Context: an optimization exercise on an open-source flow, tuned for small area, a short achievable clock period and few clock cycles. The choices shown serve that exercise and are no tape-out recipe.
Function was checked by simulation only, so behaviour that the tests miss may differ from the original.

Design cluster_cone_midpoint, start of the top module:
module cluster_cone_midpoint #(
    parameter int COORD_WIDTH = 16
) (
    input  logic                                       clk,
    input  logic                                       rst_n,
    input  logic                                       cfg_wr_en,
    input  logic [ccm_pkg::CFG_IDX_W-1:0]              cfg_wr_index,
    input  logic [ccm_pkg::REG_W-1:0]                  cfg_wr_data,
    input  logic                                       s_tvalid,
    output logic                                       s_tready,
    input  logic [((3*COORD_WIDTH+7)/8)*8-1:0]         s_tdata,   
    input  logic                                       s_tuser,   
    input  logic                                       s_tlast,   
    output logic                                       m_tvalid,
    input  logic                                       m_tready,
    output logic [((3*COORD_WIDTH+7)/8)*8-1:0]         m_tdata    
);
    localparam int W      = 16;
    localparam int DATA_W = ((3*COORD_WIDTH+7)/8)*8;
    logic [REG_W-1:0] min_height_reg, max_height_reg;
    logic [REG_W-1:0] max_width_x_reg, max_width_y_reg;
    logic [REG_W-1:0] box_seed_reg;
    logic                in_valid_reg;
    logic signed [W-1:0] in_x_reg, in_y_reg, in_z_reg;
    logic                in_first_reg, in_last_reg;
    logic [W+1:0]        in_x3_reg, in_y3_reg;
    logic                 cluster_open_reg;
    logic signed [W-1:0]  box_min_x_reg, box_max_x_reg, box_min_y_reg, box_max_y_reg;
  ...
Settings: LEC_CHECK=0, ABC_AREA=1, CAP_MARGIN=10, CORE_MARGIN=2, CORE_UTILIZATION=40, SETUP_SLACK_MARGIN=5, SLEW_MARGIN=10, TNS_END_PERCENT=10; clock period 12.5 ns.
run.sh (not shown) runs the stock make flow with config.mk's settings and CLKGATE_MAP_FILE= SYNTH_SCRIPT=/design/flow/synth_recipe.tcl, a recipe that flattens the netlist after the stock synthesis.
Testbench counts at the start, summed over its fixed seeds: cycles 17,830.
Rerun with:
--- a/flow/config.mk
+++ b/flow/config.mk
@@ -7,8 +7,9 @@
 export LEC_CHECK = 0
 export ABC_AREA = 1
-export CAP_MARGIN = 10
+export CAP_MARGIN = 20
 export CORE_MARGIN = 2
 export CORE_UTILIZATION = 40
+export CTS_CLUSTER_DIAMETER = 80
+export CTS_CLUSTER_SIZE = 40
 export SETUP_SLACK_MARGIN = 5
-export SLEW_MARGIN = 10
-export TNS_END_PERCENT = 10
+export SLEW_MARGIN = 20
Result: Core utilization went down by 0.23 points; cell area went down by about 0.5%; hold slack improved by 0.014 ns; wire length went up by 0.66%; sequential share of layout area went up by 0.11 points; flip-flop and latch count is unchanged; area after synthesis does not change.
Rerun with:
--- a/flow/config.mk
+++ b/flow/config.mk
@@ -10,6 +10,6 @@
 export CORE_MARGIN = 2
 export CORE_UTILIZATION = 40
-export CTS_CLUSTER_DIAMETER = 80
-export CTS_CLUSTER_SIZE = 40
+export CTS_CLUSTER_DIAMETER = 100
+export CTS_CLUSTER_SIZE = 30
 export SETUP_SLACK_MARGIN = 5
 export SLEW_MARGIN = 20
Result:
- sequential cell count stays the same
- count of clock-buffer cells in the layout rises by 3
- design area hardly moves
- first-iteration DRC count rises by 0.91%
- sequential share of layout area stays flat

========
== the reference run ==
cluster_cone_midpoint again, from the RTL that the note above started with.
==> flow/config.mk <==
export PLATFORM = sky130hd
export DESIGN_NAME = cluster_cone_midpoint
export DESIGN_NICKNAME = cluster_cone_midpoint
export VERILOG_FILES = /design/flow/design.v
export SDC_FILE = /design/flow/constraint.sdc
export NUM_CORES = 4
export LEC_CHECK = 0
export ABC_AREA = 1
export CAP_MARGIN = 20
export CORE_MARGIN = 2
export CORE_UTILIZATION = 40
export CTS_CLUSTER_DIAMETER = 60
export CTS_CLUSTER_SIZE = 30
export SETUP_SLACK_MARGIN = 5
export SLEW_MARGIN = 20
==> flow/constraint.sdc <==
create_clock -name core_clock -period 12.5 [get_ports {clk}]
set_input_delay 2.5000 -clock core_clock [delete_from_list [all_inputs] [get_ports {clk}]]
set_output_delay 2.5000 -clock core_clock [all_outputs]
set_load 0.01 [all_outputs]
Testbench counts of the reference run, summed over its fixed seeds: cycles 17,830.
What the trial run does differently from the reference run at the input level:
Settings: CTS_CLUSTER_DIAMETER removed (was 60); CTS_CLUSTER_SIZE removed (was 30).
Results
- When the final numbers for the trial run and the reference run were put side by side, the multi-input gate share of the layout cell area turned out to be greater in the reference run.
- The reference run → the trial run: worst setup slack ~0 delta, number of placed cells counting well taps ~0 delta, final cell count about even.
- The trial run has initial antenna violation count below what the reference run had.
- For total wire length after detailed routing, the trial run and the reference run come out practically identical.
- Global-route usage delta (the trial run -> the reference run): insignificant
- The data arrival time of the critical path of the reference run and that of the trial run are within noise of each other.
- Cmp the trial run and the reference run / number of buffers inserted by post-CTS setup repair / higher: the reference run

==> afterwards: timing with drivers on the ports <==
Ports are ideal in the flow. The routed layouts listed here were re-timed in OpenROAD. Step 1 (the two cells are an assumption about what drives the block):
set clk [get_ports {clk}]
set_driving_cell -lib_cell sky130_fd_sc_hd__clkbuf_16 $clk
set_driving_cell -lib_cell sky130_fd_sc_hd__buf_2 [delete_from_list [all_inputs] $clk]
Step 2 moves the port delays by t, midway between the first and last clock arrival at a register: inputs arrive t later, outputs are due t later. That takes back most of the time a late clock gives input paths. Slacks: ideal / step 1 / step 2; pairs: ideal / step 1.
run	t, ns	slack for setup (ns)	latest minus earliest clock arrival (ns)	worst data-port slew with drivers (ns)
the first run of note 1	0.671	4.961 / 4.961 / 4.961	0.060 / 0.060	0.10
the second run of note 1	0.656	5.189 / 5.127 / 4.958	0.041 / 0.042	0.11
the third run of note 1	0.648	5.218 / 5.184 / 5.047	0.049 / 0.048	0.10
the reference run	0.654	5.083 / 5.083 / 4.980	0.056 / 0.056	0.10
the trial run	0.671	5.083 / 5.083 / 4.967	0.060 / 0.060	0.10
After both steps setup and hold are still met in every run listed. The setup slack of the second run of note 1, which loses most, moves by -0.062 ns with the drivers and by -0.231 ns with both steps.
